From an optimization exercise on the open Yosys and OpenROAD flow, aimed at small area, a short achievable clock period and few clock cycles per item; shortcuts taken in it are not production practice. The RTL was checked by simulation tests, not by an equivalence proof against the original design.

==> flow/design.v <==
package acc_pkg;
  typedef union packed {
    logic [4*8-1:0]    word;
    logic [3:0][8-1:0] pix;   
  } pixel_word_t;
  typedef logic [1:0] slot_t;
  typedef logic [$clog2((16 / 4))-1:0] word_idx_t;
  typedef logic [2:0][5:0][8-1:0] window_t;
endpackage
`timescale 1ns/1ps
module acc_control (
  input  logic        clk,
  input  logic        reset,
  input  logic        start,
  output logic [15:0] addr,
  output logic        en,
  output logic        we,
  output logic        finish,
  output logic        shift,
  output logic        load_dup,
  output logic        dummy,
  output logic        kfirst,
  output logic        klast
);
  logic       busy;
  logic       en_q, we_q, fin_q;
  logic [4:0] addr_q;
  logic [5:0] rcnt;      
  logic [5:0] wcnt;      
  logic [3:0] lead;      
  logic       arr;       
  logic [5:0] shcnt;     
  assign addr   = {10'd0, we_q, addr_q};
  assign en     = en_q;
  assign we     = we_q;
  assign finish = fin_q;
  assign dummy    = (shcnt >= 6'd32) && (shcnt <= 6'd36);
  assign shift    = arr || dummy;
  assign load_dup = (shcnt < 6'd4);
  assign kfirst   = (shcnt[1:0] == 2'd2);
  assign klast    = (shcnt[1:0] == 2'd1);
  logic do_read;
  always_comb begin
    if (rcnt == 6'd32)      do_read = 1'b0;
    else if (!we_q)         do_read = (lead != 4'd8);
    else                    do_read = (lead == 4'd5);
  end
  always_ff @(posedge clk or posedge reset) begin
    if (reset) begin
      busy   <= 1'b0;
      en_q   <= 1'b0;
      we_q   <= 1'b0;
      fin_q  <= 1'b0;
      addr_q <= '0;
      rcnt   <= '0;
      wcnt   <= '0;
      lead   <= '0;
      arr    <= 1'b0;
      shcnt  <= '0;
    end else begin
      arr <= en_q && !we_q;
      if (shift) shcnt <= shcnt + 6'd1;
      if (!busy) begin
        if (fin_q) begin
          if (!start) fin_q <= 1'b0;
        end else if (start) begin
          busy   <= 1'b1;
          en_q   <= 1'b1;
          we_q   <= 1'b0;
          addr_q <= '0;
          rcnt   <= 6'd1;
          wcnt   <= '0;
          lead   <= 4'd1;
          shcnt  <= '0;
        end
      end else if (wcnt == 6'd32) begin
        busy  <= 1'b0;
        en_q  <= 1'b0;
        we_q  <= 1'b0;
        fin_q <= 1'b1;
      end else if (do_read) begin
        we_q   <= 1'b0;
        addr_q <= rcnt[4:0];
        rcnt   <= rcnt + 6'd1;
        lead   <= lead + 4'd1;
      end else begin
        we_q   <= 1'b1;
        addr_q <= wcnt[4:0];
        wcnt   <= wcnt + 6'd1;
        lead   <= lead - 4'd1;
      end
    end
  end
endmodule
`timescale 1ns/1ps
module line_buffer (
  input  logic            clk,
  input  logic            shift,
  input  logic            load_dup,
  input  logic            dummy,
  input  logic            kfirst,
  input  logic            klast,
  input  logic [31:0]     dataR,
  output logic [18*8-1:0] window
);
  logic [31:0] c0, c1, c2, c3, c4, c5, c6, c7, c8, c9;
  logic [7:0]  c10;   
  always_ff @(posedge clk) begin
    if (shift) begin
      c0  <= dummy ? c3 : dataR;
      c1  <= c0;
      c2  <= c1;
      c3  <= c2;
      c4  <= load_dup ? dataR : c3;
      c5  <= c4;
      c6  <= c5;
      c7  <= c6;
      c8  <= c7;
      c9  <= c8;
      c10 <= c9[31:24];
    end
  end
  logic [7:0] tl, ml, bl, tr, mr, br;
  assign tl = kfirst ? c9[7:0]   : c10;
  assign ml = kfirst ? c5[7:0]   : c6[31:24];
  assign bl = kfirst ? c1[7:0]   : c2[31:24];
  assign tr = klast  ? c9[31:24] : c8[7:0];
  assign mr = klast  ? c5[31:24] : c4[7:0];
  assign br = klast  ? c1[31:24] : c0[7:0];
  assign window = {br, c1, bl, mr, c5, ml, tr, c9, tl};
endmodule
`timescale 1ns/1ps
module sobel_unit (
  input  logic [18*8-1:0] window,   
  output logic [31:0]     result
);
  logic [9:0]        vs [0:5];
  logic signed [8:0] vd [0:5];
  always_comb begin
    for (int j = 0; j < 6; j++) begin
      vs[j] = {2'b00, window[8*j +: 8]} + {1'b0, window[48 + 8*j +: 8], 1'b0}
            + {2'b00, window[96 + 8*j +: 8]};
      vd[j] = $signed({1'b0, window[8*j +: 8]}) - $signed({1'b0, window[96 + 8*j +: 8]});
    end
  end
  always_comb begin
    logic signed [10:0] gx;
    logic signed [10:0] gy;
    logic [7:0]         lx, ly;
    logic               sx, sy, hx, hy;
    logic [9:0]         sum;
    for (int c = 0; c < 4; c++) begin
      gx = $signed({1'b0, vs[c + 2]}) - $signed({1'b0, vs[c]});
      gy = 11'(vd[c]) + 11'(vd[c + 2]) + (11'(vd[c + 1]) <<< 1);
      sx = gx[10];
      sy = gy[10];
      hx = (gx[10:8] != {3{sx}});
      hy = (gy[10:8] != {3{sy}});
      lx = gx[7:0] ^ {8{sx}};
      ly = gy[7:0] ^ {8{sy}};
      sum = {2'b00, lx} + {2'b00, ly} + {9'd0, sx} + {9'd0, sy};
      result[8*c +: 8] = (hx || hy || sum[9:8] != 2'b00) ? 8'hFF : sum[7:0];
    end
  end
endmodule
`timescale 1ns/1ps
module acc_top (
  input  logic        clk,
  input  logic        reset,
  input  logic        start,
  output logic [15:0] addr,
  output logic        en,
  output logic        we,
  input  logic [31:0] dataR,
  output logic [31:0] dataW,
  output logic        finish
);
  logic        shift;        
  logic        load_dup;     
  logic        dummy;        
  logic        kfirst;       
  logic        klast;        
  logic [18*8-1:0] window;   
  logic [31:0] result;
  acc_control u_control (
    .clk      (clk),
    .reset    (reset),
    .start    (start),
    .addr     (addr),
    .en       (en),
    .we       (we),
    .finish   (finish),
    .shift    (shift),
    .load_dup (load_dup),
    .dummy    (dummy),
    .kfirst   (kfirst),
    .klast    (klast)
  );
  line_buffer u_line_buffer (
    .clk      (clk),
    .shift    (shift),
    .load_dup (load_dup),
    .dummy    (dummy),
    .kfirst   (kfirst),
    .klast    (klast),
    .dataR    (dataR),
    .window   (window)
  );
  sobel_unit u_sobel (
    .window (window),
    .result (result)
  );
  always_ff @(posedge clk) dataW <= result;
endmodule
==> flow/run.sh <==
#!/bin/bash
# synth_recipe.tcl (not shown) runs the flow's synth.tcl, then flattens the netlist and writes it again
# the make line also repeats each setting of config.mk as NAME=value (left out here)
make -C /OpenROAD-flow-scripts/flow DESIGN_CONFIG=/design/flow/config.mk WORK_HOME=/design/flow/orfs CLKGATE_MAP_FILE= SYNTH_SCRIPT=/design/flow/synth_recipe.tcl finish
==> flow/config.mk <==
export PLATFORM = sky130hd
export DESIGN_NAME = acc_top
export DESIGN_NICKNAME = acc_top
export VERILOG_FILES = /design/flow/design.v
export SDC_FILE = /design/flow/constraint.sdc
export NUM_CORES = 4
export LEC_CHECK = 0
export CAP_MARGIN = 20
export CORE_MARGIN = 2
export CORE_UTILIZATION = 40
export SLEW_MARGIN = 20
==> flow/constraint.sdc <==
create_clock -name core_clock -period 12.5 [get_ports {clk}]
set_input_delay 2.5000 -clock core_clock [delete_from_list [all_inputs] [get_ports {clk}]]
set_output_delay 2.5000 -clock core_clock [all_outputs]
set_load 0.01 [all_outputs]
==> impl_metrics.xml, run 1 <==
<?xml version="1.0" encoding="UTF-8"?>
<metrics>
  <group name="status">
    <metric name="outcome" unit="">timing/DRC/antenna clean</metric>
  </group>
  <group name="routing">
    <metric name="avgRoutedWirePerCell" unit="um">18.3</metric>
    <metric name="route.met2.wl" unit="mm">25.6</metric>
    <metric name="finalWirelength" unit="mm">56.6</metric>
    <metric name="via_count" unit="">15600</metric>
    <metric name="sum_of_met3_wire_segment_lengths_after_detailed_routing" unit="mm">2.59</metric>
    <metric name="detailedRoute.firstIterationViolations" unit="">978</metric>
    <metric name="drt_pass1_iterations" unit="">5</metric>
    <metric name="antenna_violating_nets_post_route" unit="">0</metric>
    <metric name="detail_route.wirelength.met1" unit="mm">26.9</metric>
    <metric name="route.detailed.vias_per_inst" unit="">5.05</metric>
    <metric name="detail_route.drc_violations" unit="">0</metric>
    <metric name="routed.top_layer" unit="">met4</metric>
  </group>
  <group name="clock_tree">
    <metric name="clk_latency_worst_skew_pair" unit="ns">0.59</metric>
    <metric name="cts-root-buf" unit="">clkbuf_16</metric>
    <metric name="cts_hold_repair.buffers" unit="">0</metric>
    <metric name="cts.clk_slew.worst_paths" unit="ns">0.06</metric>
    <metric name="tritoncts" unit="">done</metric>
    <metric name="postCtsResizedCells" unit="">0</metric>
    <metric name="cts.path.max_buffers" unit="">3</metric>
    <metric name="h-tree-depth" unit="">2</metric>
    <metric name="tritoncts_buffers" unit="">43</metric>
    <metric name="cts_sinks" unit="">392</metric>
    <metric name="post_cts_buffers" unit="">0</metric>
  </group>
  <group name="synthesis">
    <metric name="synth-compound-area-share" unit="">0.0913</metric>
    <metric name="yosysSeqAreaShare" unit="">0.446</metric>
    <metric name="ys_async_sr_fraction" unit="">0.0816</metric>
    <metric name="postSynthRegisterBits" unit="">392</metric>
    <metric name="synthesized_area_fraction_occupied_by_and_or_nand_nor_cells" unit="">0.0750</metric>
    <metric name="yosys.area.top_type_share" unit="">0.389</metric>
    <metric name="synth.largest_area_cell" unit="">edfxtp_1</metric>
    <metric name="post_synth_xor_area_fraction" unit="">0.0793</metric>
    <metric name="synth_edf_count" unit="">328</metric>
    <metric name="main_combinational_cell_family_by_area_after_synthesis" unit="">adder cells</metric>
    <metric name="yosysWarnings" unit="">6</metric>
    <metric name="synth_top_cells_by_area" unit="">edfxtp_1 (39%), fa_1 (10%), ha_1 (10%)</metric>
    <metric name="synth_area" unit="um2">25300</metric>
    <metric name="synth_cell_types" unit="">91</metric>
    <metric name="synth_fa_ha_area_frac" unit="">0.204</metric>
    <metric name="syn-mean-instance-area" unit="um2">12.1</metric>
    <metric name="synthesis.instances" unit="">2101</metric>
    <metric name="ys_dominant_reg_cell" unit="">edfxtp_1</metric>
    <metric name="synth.mux.area_fraction" unit="">0.0549</metric>
  </group>
  <group name="timing">
    <metric name="grt_setup_unrepaired" unit="">no</metric>
    <metric name="timing.final.crit_share" unit="">0.631</metric>
    <metric name="setup_viol" unit="">0</metric>
    <metric name="finalSetupTns" unit="ns">0</metric>
    <metric name="hold_violations" unit="">0</metric>
    <metric name="final_max_slew_viol_count" unit="">0</metric>
    <metric name="worst_clock_skew" unit="ns">0.0229</metric>
    <metric name="final_period_minus_worst_setup_slack" unit="ns">7.89</metric>
    <metric name="maxSlewHeadroom" unit="">0.312</metric>
    <metric name="fmax" unit="MHz">127</metric>
    <metric name="slew_at_the_pin_with_the_worst_max_slew_slack" unit="ns">1.03</metric>
  </group>
  <group name="place">
    <metric name="gp_congestion" unit="">0.873</metric>
    <metric name="io_buffers" unit="">75</metric>
    <metric name="hpwl" unit="mm">44.4</metric>
  </group>
  <group name="worst_setup_path">
    <metric name="timing.critical_path.arrival" unit="ns">8.33</metric>
    <metric name="cpLargestDelayFamily" unit="">adder cells</metric>
    <metric name="worst-path-buf-inv" unit="">0</metric>
    <metric name="setup.worst_path.end" unit="">dataW[17]</metric>
    <metric name="critPathLaunch" unit="">u_line_buffer.c9[9]</metric>
    <metric name="worst_r2r_endpoint" unit="">dataW[17]</metric>
    <metric name="regToRegSetupSlack" unit="ns">4.61</metric>
    <metric name="worst-path-max-fanout" unit="">10</metric>
    <metric name="worst_ep_required_time" unit="ns">12.94</metric>
    <metric name="reg2reg_from" unit="">u_line_buffer.c9[9]</metric>
    <metric name="crit_path_frequent_cell" unit="">fa_1</metric>
    <metric name="depth_of_the_most_critical_reg_to_reg_path" unit="">25</metric>
    <metric name="crit_path_max_incr_delay" unit="ns">0.52</metric>
    <metric name="critical_path.endpoint_type" unit="">flop</metric>
    <metric name="cp.depth" unit="">25</metric>
    <metric name="cp-start-kind" unit="">flop</metric>
    <metric name="path_type_of_the_worst_setup_path" unit="">flop to flop</metric>
    <metric name="crit_path_top_delay_cell" unit="">a211oi_4</metric>
  </group>
  <group name="die">
    <metric name="initial_utilization" unit="">0.403</metric>
    <metric name="dieWidth" unit="um">256</metric>
    <metric name="core" unit="um2">62900</metric>
    <metric name="placement_rows" unit="">92</metric>
    <metric name="design.portCount" unit="">86</metric>
    <metric name="fp.dieArea" unit="um2">65400</metric>
    <metric name="fp.dieH" unit="um">256</metric>
  </group>
  <group name="layout">
    <metric name="ratio_of_cells_with_drive_above_1_in_the_final_layout" unit="">0.0914</metric>
    <metric name="nFillCells" unit="">5788</metric>
    <metric name="num-nets-final" unit="">2581</metric>
    <metric name="area_growth" unit="%">13.0</metric>
  </group>
  <group name="global_route">
    <metric name="global_route.overflow_total" unit="">0</metric>
    <metric name="grt.total_usage" unit="">0.173</metric>
    <metric name="grt_antenna_before_repair" unit="">2</metric>
    <metric name="grt_pass1_wl" unit="mm">88.9</metric>
    <metric name="vias_in_the_first_global_route" unit="">15900</metric>
    <metric name="pin_count_of_the_biggest_net_entering_global_routing" unit="">173</metric>
  </group>
  <group name="worst_hold_path">
    <metric name="holdCritPathClass" unit="">flop to flop</metric>
  </group>
  <group name="job">
    <metric name="max_cap_viol_count" unit="">0</metric>
  </group>
</metrics>
cells by family after synthesis:
group                    count (synthesis)
XOR/XNOR                               220
adder cells (fa/ha/maj)                335
AND/OR/NAND/NOR                        366
buffers and inverters                  318
AO/OA/AOI/OAI                          344
other                                    1
multiplexers                           125
flip-flops                             392
per-layer routing:
| layer | global-route usage | vias up |
|---|---|---|
| li1 | - | 7617 |
| met1 | 0.241 | 7633 |
| met2 | 0.278 | 272 |
| met3 | 0.0310 | 76 |
| met4 | 0.0497 | 0 |
| met5 | 0 | - |
placed cells by master, fill, tap and decap left out, drive strengths merged, types with 5 or more instances in the layout:
master and count:
clkdlybuf4s50 75, nor2b 17, a21o 45, o21a 22, and2 5, inv 287
clkbuf 50, fa 131, bufinv 7, a211oi 19, nand4 32, nand3 48
nand2b 16, xnor2 147, edfxtp 328, dfxtp 32, nand4b 5, a21boi 6
nor3 28, or3 17, and3 9, dfrtp 32, a31oi 5, o211ai 6
o31ai 7, or2 5, conb 10, nor2 100, o21ai 77, a21oi 91
clkinv 14, mux2i 39, ha 204, buf 15, nor4 9, xor2 73
nand2 53, o21bai 24, mux2 86
worst min path at each step:
stage / startpoint / endpoint / cells past startpoint
global placement: u_line_buffer.c4[15] / u_line_buffer.c5[15] / 0
floorplan: u_line_buffer.c0[10] / u_line_buffer.c1[10] / 0
global route: u_line_buffer.c4[11] / u_line_buffer.c5[11] / 0
detailed placement: u_line_buffer.c0[19] / u_line_buffer.c1[19] / 0
CTS: u_line_buffer.c7[25] / u_line_buffer.c8[25] / 0
finish: u_line_buffer.c6[12] / u_line_buffer.c7[12] / 0
layout make-up:
class | instances | area (um2) | share of cell area
Clock buffer | 50 | 1100 | 0.0385
Clock inverter | 26 | 369 | 0.0129
Multi-Input combinational cell | 1400 | 12900 | 0.449
Tap cell | 846 | 1060 | 0.0370
Antenna cell | 1 | 2.50 | 0.0000874
Inverter | 284 | 1070 | 0.0373
Sequential cell | 392 | 11300 | 0.394
Timing Repair Buffer | 90 | 880 | 0.0307
synth_stat cells, types with 5 or more instances:
library cell / instances
a211oi_1: 13
a211oi_2: 5
a21boi_0: 5
a21o_1: 45
a21oi_1: 88
a31oi_1: 5
and2_1: 5
and3_1: 9
buf_4: 13
clkbuf_1: 14
dfrtp_1: 32
dfxtp_1: 32
edfxtp_1: 328
fa_1: 131
ha_1: 204
inv_1: 282
mux2_2: 85
mux2i_1: 36
nand2_1: 53
nand2b_1: 16
nand3_1: 48
nand4_1: 32
nand4b_1: 5
nor2_1: 100
nor2b_1: 17
nor3_1: 27
nor4_1: 8
o211ai_1: 6
o21a_1: 22
o21ai_0: 72
o21ai_1: 5
o21bai_1: 24
o31ai_1: 7
or3_1: 17
xnor2_1: 146
xor2_1: 69
through the flow:
stage	std cells	area, um2	hold WS (ns)	setup slack, ns	util
2_1_floorplan	2110	25400	0.400	1.27	-
3_3_place_gp	3011	27100	0.400	4.77	0.432
3_5_place_dp	3011	27100	0.405	4.65	0.432
4_1_cts	3087	28600	0.396	4.61	0.455
5_1_grt	3088	28600	0.414	4.01	0.455
6_report	3089	28600	0.406	4.61	0.455
Testbench counts, summed over its fixed seeds: cycles 8,688, images 128.
==> run 2: changes to the inputs <==
--- a/flow/design.v
+++ b/flow/design.v
@@ -26,7 +26,7 @@
   logic       en_q, we_q, fin_q;
   logic [4:0] addr_q;
-  logic [5:0] rcnt;      
-  logic [5:0] wcnt;      
-  logic [3:0] lead;      
+  logic [6:0] cnt;       
+  logic [4:0] rcnt;      
+  logic [4:0] wcnt;      
   logic       arr;       
   logic [5:0] shcnt;     
@@ -38,12 +38,11 @@
   assign shift    = arr || dummy;
   assign load_dup = (shcnt < 6'd4);
-  assign kfirst   = (shcnt[1:0] == 2'd2);
-  assign klast    = (shcnt[1:0] == 2'd1);
-  logic do_read;
-  always_comb begin
-    if (rcnt == 6'd32)      do_read = 1'b0;
-    else if (!we_q)         do_read = (lead != 4'd8);
-    else                    do_read = (lead == 4'd5);
-  end
+  logic kfirst_q, klast_q;
+  assign kfirst   = kfirst_q;
+  assign klast    = klast_q;
+  logic op_rd, op_idle, last_op;
+  assign op_rd   = (cnt < 7'd8) || (cnt[2] && cnt < 7'd60);
+  assign op_idle = (cnt == 7'd8);
+  assign last_op = (cnt == 7'd65);
   always_ff @(posedge clk or posedge reset) begin
     if (reset) begin
@@ -53,12 +52,18 @@
       fin_q  <= 1'b0;
       addr_q <= '0;
+      cnt    <= '0;
       rcnt   <= '0;
       wcnt   <= '0;
-      lead   <= '0;
       arr    <= 1'b0;
       shcnt  <= '0;
+      kfirst_q <= 1'b0;
+      klast_q  <= 1'b0;
     end else begin
       arr <= en_q && !we_q;
-      if (shift) shcnt <= shcnt + 6'd1;
+      if (shift) begin
+        shcnt    <= shcnt + 6'd1;
+        kfirst_q <= (shcnt[1:0] == 2'd1);
+        klast_q  <= (shcnt[1:0] == 2'd0);
+      end
       if (!busy) begin
         if (fin_q) begin
@@ -69,24 +74,29 @@
           we_q   <= 1'b0;
           addr_q <= '0;
-          rcnt   <= 6'd1;
+          cnt    <= 7'd1;
+          rcnt   <= 5'd1;
           wcnt   <= '0;
-          lead   <= 4'd1;
           shcnt  <= '0;
         end
-      end else if (wcnt == 6'd32) begin
-        busy  <= 1'b0;
-        en_q  <= 1'b0;
-        we_q  <= 1'b0;
-        fin_q <= 1'b1;
-      end else if (do_read) begin
-        we_q   <= 1'b0;
-        addr_q <= rcnt[4:0];
-        rcnt   <= rcnt + 6'd1;
-        lead   <= lead + 4'd1;
       end else begin
-        we_q   <= 1'b1;
-        addr_q <= wcnt[4:0];
-        wcnt   <= wcnt + 6'd1;
-        lead   <= lead - 4'd1;
+        cnt <= cnt + 7'd1;
+        if (last_op) begin
+          busy  <= 1'b0;
+          en_q  <= 1'b0;
+          we_q  <= 1'b0;
+          fin_q <= 1'b1;
+        end else if (op_idle) begin
+          en_q <= 1'b0;
+        end else if (op_rd) begin
+          en_q   <= 1'b1;
+          we_q   <= 1'b0;
+          addr_q <= rcnt;
+          rcnt   <= rcnt + 5'd1;
+        end else begin
+          en_q   <= 1'b1;
+          we_q   <= 1'b1;
+          addr_q <= wcnt;
+          wcnt   <= wcnt + 5'd1;
+        end
       end
     end
@@ -132,9 +142,11 @@
 `timescale 1ns/1ps
 module sobel_unit (
+  input  logic            clk,
   input  logic [18*8-1:0] window,   
   output logic [31:0]     result
 );
-  logic [9:0]        vs [0:5];
-  logic signed [8:0] vd [0:5];
+  logic [9:0]         vs [0:5];
+  logic signed [8:0]  vd [0:5];
+  logic [4*11-1:0]    gx_d, gy_d, gx_q, gy_q;
   always_comb begin
     for (int j = 0; j < 6; j++) begin
@@ -143,14 +155,22 @@
       vd[j] = $signed({1'b0, window[8*j +: 8]}) - $signed({1'b0, window[96 + 8*j +: 8]});
     end
+    for (int c = 0; c < 4; c++) begin
+      gx_d[11*c +: 11] = $signed({1'b0, vs[c + 2]}) - $signed({1'b0, vs[c]});
+      gy_d[11*c +: 11] = 11'(vd[c]) + 11'(vd[c + 2]) + (11'(vd[c + 1]) <<< 1);
+    end
+  end
+  always_ff @(posedge clk) begin
+    gx_q <= gx_d;
+    gy_q <= gy_d;
   end
   always_comb begin
-    logic signed [10:0] gx;
-    logic signed [10:0] gy;
-    logic [7:0]         lx, ly;
-    logic               sx, sy, hx, hy;
-    logic [9:0]         sum;
+    logic [10:0] gx;
+    logic [10:0] gy;
+    logic [7:0]  lx, ly;
+    logic        sx, sy, hx, hy;
+    logic [9:0]  sum;
     for (int c = 0; c < 4; c++) begin
-      gx = $signed({1'b0, vs[c + 2]}) - $signed({1'b0, vs[c]});
-      gy = 11'(vd[c]) + 11'(vd[c + 2]) + (11'(vd[c + 1]) <<< 1);
+      gx = gx_q[11*c +: 11];
+      gy = gy_q[11*c +: 11];
       sx = gx[10];
       sy = gy[10];
@@ -208,4 +228,5 @@
   );
   sobel_unit u_sobel (
+    .clk    (clk),
     .window (window),
     .result (result)
==> impl_metrics.xml, run 2 <==
<?xml version="1.0" encoding="UTF-8"?>
<metrics>
  <group name="status">
    <metric name="outcome" unit="">timing/DRC/antenna clean</metric>
  </group>
  <group name="synthesis">
    <metric name="synth_cell_types" unit="">81</metric>
    <metric name="synthesis.instances" unit="">2182</metric>
    <metric name="synth_fa_ha_area_frac" unit="">0.191</metric>
    <metric name="yosysSeqAreaShare" unit="">0.491</metric>
    <metric name="yosysWarnings" unit="">6</metric>
    <metric name="synth_edf_count" unit="">328</metric>
    <metric name="postSynthRegisterBits" unit="">483</metric>
    <metric name="synth_top_cells_by_area" unit="">edfxtp_1 (37%), fa_1 (9.6%), ha_1 (9.5%)</metric>
    <metric name="synth_area" unit="um2">26800</metric>
    <metric name="synth_common_cells" unit="">edfxtp_1 (328), inv_1 (280), ha_1 (203)</metric>
    <metric name="synth-compound-area-share" unit="">0.0801</metric>
    <metric name="yosysMostFrequentCell" unit="">edfxtp_1</metric>
    <metric name="synth.mux.area_fraction" unit="">0.0479</metric>
    <metric name="ys_async_sr_fraction" unit="">0.0725</metric>
    <metric name="main_combinational_cell_family_by_area_after_synthesis" unit="">adder cells</metric>
    <metric name="post_synth_xor_area_fraction" unit="">0.0704</metric>
    <metric name="ys_dominant_reg_cell" unit="">edfxtp_1</metric>
    <metric name="synth.largest_area_cell" unit="">edfxtp_1</metric>
    <metric name="yosys.area.top_type_share" unit="">0.368</metric>
    <metric name="synthesized_area_fraction_occupied_by_and_or_nand_nor_cells" unit="">0.0741</metric>
    <metric name="syn-mean-instance-area" unit="um2">12.3</metric>
  </group>
  <group name="routing">
    <metric name="drt_pass1_iterations" unit="">7</metric>
    <metric name="via_count" unit="">16000</metric>
    <metric name="route.detailed.vias_per_inst" unit="">5.00</metric>
    <metric name="finalWirelength" unit="mm">57.5</metric>
    <metric name="detail_route.drc_violations" unit="">0</metric>
    <metric name="antenna_violating_nets_post_route" unit="">0</metric>
    <metric name="detailedRoute.firstIterationViolations" unit="">972</metric>
    <metric name="avgRoutedWirePerCell" unit="um">17.9</metric>
  </group>
  <group name="global_route">
    <metric name="global_route.overflow_total" unit="">0</metric>
    <metric name="pin_count_of_the_biggest_net_entering_global_routing" unit="">198</metric>
    <metric name="grt.total_usage" unit="">0.166</metric>
    <metric name="grt_antenna_before_repair" unit="">0</metric>
    <metric name="grt_pass1_wl" unit="mm">89.8</metric>
    <metric name="vias_in_the_first_global_route" unit="">16200</metric>
  </group>
  <group name="layout">
    <metric name="finish.instance_area" unit="um2">30400</metric>
    <metric name="area.sequential" unit="um2">13100</metric>
    <metric name="area_growth" unit="%">13.7</metric>
    <metric name="layout_common_cells" unit="">edfxtp_1 (328), inv_1 (279), ha_1 (203), fa_1 (128), xor2_1 (121)</metric>
    <metric name="nFillCells" unit="">5894</metric>
    <metric name="multi_input_area" unit="um2">12400</metric>
    <metric name="most_common_cell_after_layout_fill_and_taps_aside" unit="">edfxtp_1</metric>
    <metric name="num-nets-final" unit="">2660</metric>
    <metric name="top_regs" unit="">u_sobel.gx_q: 44 flops, u_sobel.gy_q: 44 flops</metric>
    <metric name="ratio_of_cells_with_drive_above_1_in_the_final_layout" unit="">0.0859</metric>
    <metric name="insertedDiodeCount" unit="">0</metric>
  </group>
  <group name="timing">
    <metric name="slew_at_the_pin_with_the_worst_max_slew_slack" unit="ns">1.09</metric>
    <metric name="finalSetupTns" unit="ns">0</metric>
    <metric name="setup_viol" unit="">0</metric>
    <metric name="timing.final.crit_share" unit="">0.410</metric>
    <metric name="final_max_slew_viol_count" unit="">0</metric>
    <metric name="grt_setup_unrepaired" unit="">no</metric>
    <metric name="final_period_minus_worst_setup_slack" unit="ns">5.13</metric>
    <metric name="maxSlewHeadroom" unit="">0.262</metric>
    <metric name="fmax" unit="MHz">195</metric>
    <metric name="worst_clock_skew" unit="ns">0.0198</metric>
    <metric name="hold_violations" unit="">0</metric>
  </group>
  <group name="worst_setup_path">
    <metric name="crit_path_max_incr_delay" unit="ns">0.60</metric>
    <metric name="crit_path_top_delay_cell" unit="">or4_1</metric>
    <metric name="cpLargestDelayFamily" unit="">adder cells</metric>
    <metric name="path_type_of_the_worst_setup_path" unit="">flop to flop</metric>
    <metric name="worst-path-buf-inv" unit="">1</metric>
    <metric name="timing.critical_path.arrival" unit="ns">5.61</metric>
    <metric name="worst_ep_required_time" unit="ns">12.98</metric>
    <metric name="critical_path.endpoint_type" unit="">flop</metric>
    <metric name="crit_path_frequent_cell" unit="">fa_1</metric>
    <metric name="worst-path-max-fanout" unit="">5</metric>
    <metric name="cells_along_the_critical_path" unit="">fa_1 &gt; ha_1 &gt; fa_1 &gt; a21o_1 &gt; a21oi_1 &gt; o21bai_1 &gt; a21oi_1 &gt; xnor2_1 &gt; fa_1 &gt; fa_1 &gt; inv_1 &gt; ha_1 &gt; or4_1 &gt; a2111oi_0 &gt; nor4bb_1</metric>
    <metric name="cp-start-kind" unit="">flop</metric>
  </group>
  <group name="clock_tree">
    <metric name="tritoncts" unit="">done</metric>
    <metric name="h-tree-depth" unit="">2</metric>
    <metric name="cts_sinks" unit="">483</metric>
    <metric name="clk_latency_worst_skew_pair" unit="ns">0.61</metric>
    <metric name="postCtsResizedCells" unit="">0</metric>
    <metric name="cts.path.max_buffers" unit="">3</metric>
    <metric name="post_cts_buffers" unit="">0</metric>
    <metric name="cts-root-buf" unit="">clkbuf_16</metric>
    <metric name="cts.clk_slew.worst_paths" unit="ns">0.07</metric>
    <metric name="tritoncts_buffers" unit="">55</metric>
    <metric name="cts_hold_repair.buffers" unit="">0</metric>
  </group>
  <group name="die">
    <metric name="design.portCount" unit="">86</metric>
    <metric name="placement_rows" unit="">94</metric>
    <metric name="fp.dieH" unit="um">263</metric>
    <metric name="fp.dieArea" unit="um2">69000</metric>
    <metric name="initial_utilization" unit="">0.405</metric>
    <metric name="dieWidth" unit="um">263</metric>
    <metric name="core" unit="um2">66000</metric>
  </group>
  <group name="place">
    <metric name="hpwl" unit="mm">43.4</metric>
    <metric name="gp_congestion" unit="">0.867</metric>
    <metric name="placement.cell_area" unit="um2">28500</metric>
    <metric name="io_buffers" unit="">75</metric>
  </group>
  <group name="job">
    <metric name="max_cap_viol_count" unit="">0</metric>
  </group>
  <group name="worst_hold_path">
    <metric name="holdCritPathClass" unit="">flop to flop</metric>
  </group>
</metrics>
-- run 2: cell types whose count changed in the layout (fill, tap and decap cells not counted), moves of 14 or more --
cell / delta
dfxtp_1: +88
nor3_1: +14
clkbuf_16: +14
xnor2_1: -52
nand2_1: +39
nand3_1: -19
a21o_1: -15
nand4_1: -27
xor2_1: +52
o211ai_1: +14
and3_1: +15
-- run 2: per-stage QoR --
step,hold WS [ns],cells,utilization,worst slack [ns]
floorplan,0.400,2191,-,4.15
global placement,0.401,3101,0.432,7.60
detailed placement,0.405,3101,0.432,7.41
CTS,0.415,3205,0.461,7.39
global route,0.420,3205,0.461,7.13
finish,0.414,3205,0.461,7.37
-- run 2: worst reg2reg max path, delay by kind of cell, from the launching register on --
| family | cells | cell delay [ns] |
|---|---|---|
| DFF | 1 | 0.47 |
| xor gates and xnor gates | 1 | 0.21 |
| AOI/OAI and AO/OA | 5 | 1.18 |
| adders and majority gates | 6 | 2.40 |
| and+or+nand+nor | 2 | 0.70 |
| buffers and inverters | 1 | 0.04 |
-- run 2: path summary, 6_finish.rpt --
kind | from | end | slack (ns) | cells after the start
max | u_line_buffer.c9[17] | u_sobel.gx_q[43] | 7.37 | 15
min reg2reg | u_line_buffer.c8[16] | u_line_buffer.c9[16] | 0.41 | 0
min | u_line_buffer.c8[16] | u_line_buffer.c9[16] | 0.41 | 0
max reg2reg | u_line_buffer.c9[17] | u_sobel.gx_q[43] | 7.37 | 15
max in group asynchronous | reset | u_control.cnt[2] | 9.88 | 3
min in group asynchronous | reset | u_control.fin_q | 2.30 | 3
-- run 2: cells by family (layout without fill, tap and decap cells) --
kind of cell / Yosys count / after routing
compound gates: 328 / 328
xor+xnor: 215 / 215
fa+ha+maj: 331 / 331
buf+inv: 315 / 465
flops: 483 / 483
mux: 119 / 119
other cells: 1 / 10
simple gates: 390 / 390
-- run 2: cell type report --
cell class / instances / share of cell area
Multi-Input combinational cell: 1393 / 0.409
Clock inverter: 34 / 0.0122
Inverter: 280 / 0.0348
Clock buffer: 70 / 0.0502
Tap cell: 864 / 0.0355
Timing Repair Buffer: 81 / 0.0266
Sequential cell: 483 / 0.432
-- run 2: metal layers --
| layer | vias up | wire length [um] | global-route usage |
|---|---|---|---|
| li1 | 7854 | - | - |
| met1 | 7805 | 26400 | 0.222 |
| met2 | 276 | 27000 | 0.272 |
| met3 | 94 | 2230 | 0.0269 |
| met4 | 0 | 1800 | 0.0617 |
| met5 | - | 0 | 0 |
Testbench counts of run 2, summed over its fixed seeds: cycles 8,816, images 128.
==> run 3: changes to the inputs <==
--- a/flow/design.v
+++ b/flow/design.v
@@ -42,7 +42,16 @@
   assign klast    = klast_q;
   logic op_rd, op_idle, last_op;
-  assign op_rd   = (cnt < 7'd8) || (cnt[2] && cnt < 7'd60);
-  assign op_idle = (cnt == 7'd8);
-  assign last_op = (cnt == 7'd65);
+  always_comb begin
+    op_rd   = 1'b0;
+    op_idle = 1'b0;
+    if (cnt < 7'd10)                       op_rd = 1'b1;
+    else if (cnt >= 7'd15 && cnt < 7'd20)  op_rd = 1'b1;
+    else if (cnt >= 7'd25 && cnt < 7'd30)  op_rd = 1'b1;
+    else if (cnt >= 7'd35 && cnt < 7'd40)  op_rd = 1'b1;
+    else if (cnt >= 7'd45 && cnt < 7'd50)  op_rd = 1'b1;
+    else if (cnt >= 7'd55 && cnt < 7'd57)  op_rd = 1'b1;
+    else if (cnt >= 7'd57 && cnt < 7'd60)  op_idle = 1'b1;
+  end
+  assign last_op = (cnt == 7'd67);
   always_ff @(posedge clk or posedge reset) begin
     if (reset) begin
@@ -109,6 +118,4 @@
   input  logic            load_dup,
   input  logic            dummy,
-  input  logic            kfirst,
-  input  logic            klast,
   input  logic [31:0]     dataR,
   output logic [18*8-1:0] window
@@ -131,54 +138,65 @@
     end
   end
-  logic [7:0] tl, ml, bl, tr, mr, br;
-  assign tl = kfirst ? c9[7:0]   : c10;
-  assign ml = kfirst ? c5[7:0]   : c6[31:24];
-  assign bl = kfirst ? c1[7:0]   : c2[31:24];
-  assign tr = klast  ? c9[31:24] : c8[7:0];
-  assign mr = klast  ? c5[31:24] : c4[7:0];
-  assign br = klast  ? c1[31:24] : c0[7:0];
-  assign window = {br, c1, bl, mr, c5, ml, tr, c9, tl};
+  assign window = {c0[7:0], c1, c2[31:24], c4[7:0], c5, c6[31:24], c8[7:0], c9, c10};
 endmodule
 `timescale 1ns/1ps
 module sobel_unit (
   input  logic            clk,
+  input  logic            kfirst,   
+  input  logic            klast,    
   input  logic [18*8-1:0] window,   
   output logic [31:0]     result
 );
-  logic [9:0]         vs [0:5];
-  logic signed [8:0]  vd [0:5];
-  logic [4*11-1:0]    gx_d, gy_d, gx_q, gy_q;
+  logic [6*10-1:0] vs_d, vs_q;
+  logic [6*9-1:0]  vd_d, vd_q;
+  logic            kfirst_q, klast_q;
+  logic [4*10-1:0] ax_d, ay_d, ax_q, ay_q;   
   always_comb begin
     for (int j = 0; j < 6; j++) begin
-      vs[j] = {2'b00, window[8*j +: 8]} + {1'b0, window[48 + 8*j +: 8], 1'b0}
-            + {2'b00, window[96 + 8*j +: 8]};
-      vd[j] = $signed({1'b0, window[8*j +: 8]}) - $signed({1'b0, window[96 + 8*j +: 8]});
+      vs_d[10*j +: 10] = {2'b00, window[8*j +: 8]} + {1'b0, window[48 + 8*j +: 8], 1'b0}
+                       + {2'b00, window[96 + 8*j +: 8]};
+      vd_d[9*j +: 9]   = {1'b0, window[8*j +: 8]} - {1'b0, window[96 + 8*j +: 8]};
+    end
+  end
+  always_ff @(posedge clk) begin
+    vs_q     <= vs_d;
+    vd_q     <= vd_d;
+    kfirst_q <= kfirst;
+    klast_q  <= klast;
+  end
+  always_comb begin
+    logic [9:0]         vs [0:5];
+    logic signed [8:0]  vd [0:5];
+    logic signed [10:0] gx, gy;
+    for (int j = 0; j < 6; j++) begin
+      vs[j] = vs_q[10*j +: 10];
+      vd[j] = vd_q[9*j +: 9];
+    end
+    if (kfirst_q) begin
+      vs[0] = vs[1];
+      vd[0] = vd[1];
+    end
+    if (klast_q) begin
+      vs[5] = vs[4];
+      vd[5] = vd[4];
     end
     for (int c = 0; c < 4; c++) begin
-      gx_d[11*c +: 11] = $signed({1'b0, vs[c + 2]}) - $signed({1'b0, vs[c]});
-      gy_d[11*c +: 11] = 11'(vd[c]) + 11'(vd[c + 2]) + (11'(vd[c + 1]) <<< 1);
+      gx = $signed({1'b0, vs[c + 2]}) - $signed({1'b0, vs[c]});
+      gy = 11'(vd[c]) + 11'(vd[c + 2]) + (11'(vd[c + 1]) <<< 1);
+      ax_d[10*c +: 10] = {gx[10:8] != {3{gx[10]}}, gx[10], gx[7:0] ^ {8{gx[10]}}};
+      ay_d[10*c +: 10] = {gy[10:8] != {3{gy[10]}}, gy[10], gy[7:0] ^ {8{gy[10]}}};
     end
   end
   always_ff @(posedge clk) begin
-    gx_q <= gx_d;
-    gy_q <= gy_d;
-  end
-  always_comb begin
-    logic [10:0] gx;
-    logic [10:0] gy;
-    logic [7:0]  lx, ly;
-    logic        sx, sy, hx, hy;
-    logic [9:0]  sum;
+    ax_q <= ax_d;
+    ay_q <= ay_d;
+  end
+  always_comb begin
+    logic [9:0] sum;
     for (int c = 0; c < 4; c++) begin
-      gx = gx_q[11*c +: 11];
-      gy = gy_q[11*c +: 11];
-      sx = gx[10];
-      sy = gy[10];
-      hx = (gx[10:8] != {3{sx}});
-      hy = (gy[10:8] != {3{sy}});
-      lx = gx[7:0] ^ {8{sx}};
-      ly = gy[7:0] ^ {8{sy}};
-      sum = {2'b00, lx} + {2'b00, ly} + {9'd0, sx} + {9'd0, sy};
-      result[8*c +: 8] = (hx || hy || sum[9:8] != 2'b00) ? 8'hFF : sum[7:0];
+      sum = {2'b00, ax_q[10*c +: 8]} + {2'b00, ay_q[10*c +: 8]}
+          + {9'd0, ax_q[10*c + 8]} + {9'd0, ay_q[10*c + 8]};
+      result[8*c +: 8] = (ax_q[10*c + 9] || ay_q[10*c + 9] || sum[9:8] != 2'b00)
+                       ? 8'hFF : sum[7:0];
     end
   end
@@ -222,6 +240,4 @@
     .load_dup (load_dup),
     .dummy    (dummy),
-    .kfirst   (kfirst),
-    .klast    (klast),
     .dataR    (dataR),
     .window   (window)
@@ -229,4 +245,6 @@
   sobel_unit u_sobel (
     .clk    (clk),
+    .kfirst (kfirst),
+    .klast  (klast),
     .window (window),
     .result (result)
==> impl_metrics.xml, run 3 <==
<?xml version="1.0" encoding="UTF-8"?>
<metrics>
  <group name="status">
    <metric name="outcome" unit="">timing/DRC/antenna clean</metric>
  </group>
  <group name="worst_setup_path">
    <metric name="worst-path-max-fanout" unit="">18</metric>
    <metric name="worst-path-buf-inv" unit="">0</metric>
    <metric name="cpLargestDelayFamily" unit="">compound AO/OA/AOI/OAI gates</metric>
    <metric name="crit_path_top_delay_cell" unit="">dfxtp_1</metric>
    <metric name="path_type_of_the_worst_setup_path" unit="">flop to flop</metric>
    <metric name="worst_ep_required_time" unit="ns">12.98</metric>
    <metric name="timing.critical_path.arrival" unit="ns">4.86</metric>
    <metric name="cells_along_the_critical_path" unit="">mux2_2 &gt; fa_1 &gt; ha_1 &gt; a21oi_1 &gt; o22ai_1 &gt; o41ai_1 &gt; mux2i_1 &gt; nand4_1 &gt; nor3_1 &gt; a31oi_1</metric>
    <metric name="critPathLaunch" unit="">u_sobel.kfirst_q</metric>
    <metric name="crit_path_max_incr_delay" unit="ns">0.92</metric>
    <metric name="cp-start-kind" unit="">flop</metric>
    <metric name="critical_path.endpoint_type" unit="">flop</metric>
    <metric name="reg2reg_from" unit="">u_sobel.kfirst_q</metric>
  </group>
  <group name="die">
    <metric name="fp.dieH" unit="um">274</metric>
    <metric name="dieWidth" unit="um">274</metric>
    <metric name="initial_utilization" unit="">0.406</metric>
    <metric name="fp.dieArea" unit="um2">75100</metric>
    <metric name="design.portCount" unit="">86</metric>
    <metric name="placement_rows" unit="">98</metric>
    <metric name="core" unit="um2">71900</metric>
  </group>
  <group name="timing">
    <metric name="worst_clock_skew" unit="ns">0.0298</metric>
    <metric name="final_period_minus_worst_setup_slack" unit="ns">4.38</metric>
    <metric name="setup_viol" unit="">0</metric>
    <metric name="hold_violations" unit="">0</metric>
    <metric name="maxSlewHeadroom" unit="">0.344</metric>
    <metric name="final_critical_path_setup_slack" unit="ns">8.12</metric>
    <metric name="fmax" unit="MHz">228</metric>
    <metric name="final_max_slew_viol_count" unit="">0</metric>
    <metric name="timing.final.crit_share" unit="">0.350</metric>
    <metric name="finalSetupTns" unit="ns">0</metric>
    <metric name="slew_at_the_pin_with_the_worst_max_slew_slack" unit="ns">0.984</metric>
    <metric name="grt_setup_unrepaired" unit="">no</metric>
  </group>
  <group name="synthesis">
    <metric name="yosys.area.top_type_share" unit="">0.338</metric>
    <metric name="ys_async_sr_fraction" unit="">0.0598</metric>
    <metric name="synth_common_cells" unit="">edfxtp_1 (328), ha_1 (225), dfxtp_1 (222)</metric>
    <metric name="ys_dominant_reg_cell" unit="">edfxtp_1</metric>
    <metric name="postSynthRegisterBits" unit="">585</metric>
    <metric name="synth.largest_area_cell" unit="">edfxtp_1</metric>
    <metric name="yosysMostFrequentCell" unit="">edfxtp_1</metric>
    <metric name="synth_edf_count" unit="">328</metric>
    <metric name="synth_area" unit="um2">29200</metric>
    <metric name="synthesis.instances" unit="">2328</metric>
    <metric name="synth_cell_types" unit="">85</metric>
    <metric name="yosysWarnings" unit="">6</metric>
    <metric name="synth_top_cells_by_area" unit="">edfxtp_1 (34%), dfxtp_1 (15%), ha_1 (9.7%)</metric>
    <metric name="yosysSeqAreaShare" unit="">0.520</metric>
    <metric name="syn-mean-instance-area" unit="um2">12.5</metric>
  </group>
  <group name="layout">
    <metric name="ratio_of_cells_with_drive_above_1_in_the_final_layout" unit="">0.0944</metric>
    <metric name="fin_cells" unit="">3451</metric>
    <metric name="nFillCells" unit="">6511</metric>
    <metric name="top_regs" unit="">u_sobel.vs_q: 60 flops, u_sobel.vd_q: 48 flops</metric>
    <metric name="insertedDiodeCount" unit="">0</metric>
    <metric name="utilization" unit="">0.461</metric>
    <metric name="largest_reg_flops" unit="">60</metric>
    <metric name="most_common_cell_after_layout_fill_and_taps_aside" unit="">edfxtp_1</metric>
    <metric name="max_flop_register" unit="">u_sobel.vs_q</metric>
    <metric name="num-nets-final" unit="">2815</metric>
    <metric name="layout_common_cells" unit="">edfxtp_1 (328), ha_1 (225), dfxtp_1 (222), inv_1 (198), xnor2_1 (138)</metric>
    <metric name="area_growth" unit="%">13.7</metric>
  </group>
  <group name="clock_tree">
    <metric name="tritoncts" unit="">done</metric>
    <metric name="tritoncts_buffers" unit="">61</metric>
    <metric name="postCtsResizedCells" unit="">0</metric>
    <metric name="cts_hold_repair.buffers" unit="">0</metric>
    <metric name="clk_latency_worst_skew_pair" unit="ns">0.64</metric>
    <metric name="cts.path.max_buffers" unit="">3</metric>
    <metric name="cts-root-buf" unit="">clkbuf_16</metric>
    <metric name="h-tree-depth" unit="">2</metric>
    <metric name="cts_sinks" unit="">585</metric>
    <metric name="post_cts_buffers" unit="">0</metric>
    <metric name="cts.clk_slew.worst_paths" unit="ns">0.06</metric>
  </group>
  <group name="routing">
    <metric name="finalWirelength" unit="mm">59.9</metric>
    <metric name="detailedRoute.firstIterationViolations" unit="">1117</metric>
    <metric name="route.detailed.vias_per_inst" unit="">4.96</metric>
    <metric name="avgRoutedWirePerCell" unit="um">17.4</metric>
    <metric name="detail_route.drc_violations" unit="">0</metric>
    <metric name="antenna_violating_nets_post_route" unit="">0</metric>
    <metric name="drt_pass1_iterations" unit="">5</metric>
    <metric name="via_count" unit="">17100</metric>
  </group>
  <group name="global_route">
    <metric name="pin_count_of_the_biggest_net_entering_global_routing" unit="">96</metric>
    <metric name="vias_in_the_first_global_route" unit="">17200</metric>
    <metric name="grt_pass1_wl" unit="mm">95.1</metric>
    <metric name="global_route.overflow_total" unit="">0</metric>
    <metric name="grt.total_usage" unit="">0.161</metric>
    <metric name="grt_antenna_before_repair" unit="">3</metric>
  </group>
  <group name="place">
    <metric name="io_buffers" unit="">75</metric>
    <metric name="place_inst" unit="">3336</metric>
    <metric name="gp_congestion" unit="">0.881</metric>
    <metric name="hpwl" unit="mm">45.7</metric>
    <metric name="dpl_worst_slack" unit="ns">8.10</metric>
  </group>
  <group name="job">
    <metric name="max_cap_viol_count" unit="">0</metric>
  </group>
  <group name="worst_hold_path">
    <metric name="holdCritPathClass" unit="">flop to flop</metric>
    <metric name="hold_path.startpoint" unit="">u_line_buffer.c4[14]</metric>
  </group>
</metrics>
-- run 3: cell types whose count changed in the layout (fill, tap and decap cells not counted), moves of 16 or more --
| cell | before | now |
|---|---|---|
| nor2_1 | 96 | 113 |
| inv_1 | 279 | 198 |
| xor2_1 | 121 | 79 |
| mux2i_1 | 46 | 22 |
| ha_1 | 203 | 225 |
| dfxtp_1 | 120 | 222 |
| mux2_2 | 73 | 92 |
| a21oi_1 | 78 | 94 |
| nand2b_1 | 10 | 49 |
| fa_1 | 128 | 106 |
| nor2b_1 | 27 | 47 |
| xnor2_1 | 94 | 138 |
-- run 3: layout make-up --
cell class	count	area [um2]	area share
timing repair buffer	82	803	0.0242
clock buffer	79	1690	0.0509
tap	950	1190	0.0359
sequential	585	15200	0.458
inverter	199	754	0.0228
multi-input combinational	1520	13100	0.395
clock inverter	36	453	0.0137
-- run 3: logic make-up (layout without fill, tap and decap cells) --
family                   Yosys count  after routing  share of synthesized area
AND/OR/NAND/NOR                  478            478                     0.0849
adder cells (fa/ha/maj)          331            331                      0.169
multiplexers                     114            114                     0.0431
AO/OA/AOI/OAI                    367            367                     0.0827
XOR/XNOR                         220            220                     0.0676
other                              1             10                   0.000129
flip-flops                       585            585                      0.520
buffers and inverters            232            396                     0.0319
-- run 3: worst paths after layout --
check,end,slack (ns),cells after the start
setup / recovery,u_sobel.ay_q[9],8.12,10
hold / removal,u_line_buffer.c5[14],0.41,0
setup reg to reg,u_sobel.ay_q[9],8.12,10
hold reg to reg,u_line_buffer.c5[14],0.41,0
max in group asynchronous,u_control.shcnt[5],9.91,3
min in group asynchronous,u_control.cnt[4],2.26,3
-- run 3: per-stage QoR --
stage	hold WS (ns)	cell area [um2]
3_3_place_gp	0.401	31000
5_1_grt	0.421	33200
6_report	0.412	33200
2_1_floorplan	0.347	29200
4_1_cts	0.415	33200
3_5_place_dp	0.405	31000
-- run 3: per-layer routing --
| metal | vias up | part of all wire | track usage |
|---|---|---|---|
| li1 | 8479 | - | - |
| met1 | 8257 | 0.49 | 0.227 |
| met2 | 294 | 0.45 | 0.252 |
| met3 | 92 | 0.038 | 0.0284 |
| met4 | 4 | 0.028 | 0.0495 |
| met5 | - | 0.00045 | 0 |
-- run 3: worst register-to-register path: stages, from the launching register on --
cell	delay, ns
dfxtp_1	0.92
mux2_2	0.43
fa_1	0.47
ha_1	0.30
a21oi_1	0.21
o22ai_1	0.15
o41ai_1	0.61
mux2i_1	0.27
nand4_1	0.48
nor3_1	0.33
a31oi_1	0.06
Testbench counts of run 3, summed over its fixed seeds: cycles 9,072, images 128.

==> separate check: timing with driven ports <==
The results above use ideal ports. As a check the final layouts listed here were re-extracted and re-timed, cells and wires unchanged.
Step 1 sets driving cells, clkbuf_16 on the clock port and buf_2 on the other inputs (assumed; they add their load-dependent delay and slew).
Step 2 adds t to the input delays and takes it off the output delays; t is the mean of the earliest and latest rising clock arrival at the registers after step 1. Input paths then give back, and output paths get back, about the clock's delay inside the block.
a / b / c = ideal ports / drivers / drivers and shift; a / b = the first two.
run | t, ns | slack for setup (ns) | worst hold slack (ns)
run 1 | 0.643 | 4.609 / 4.609 / 4.609 | 0.406 / 0.406 / 0.406
run 2 | 0.667 | 7.371 / 7.371 / 7.371 | 0.414 / 0.414 / 0.414
run 3 | 0.692 | 8.123 / 8.123 / 8.123 | 0.412 / 0.412 / 0.412
After both steps every run listed still meets setup and hold.
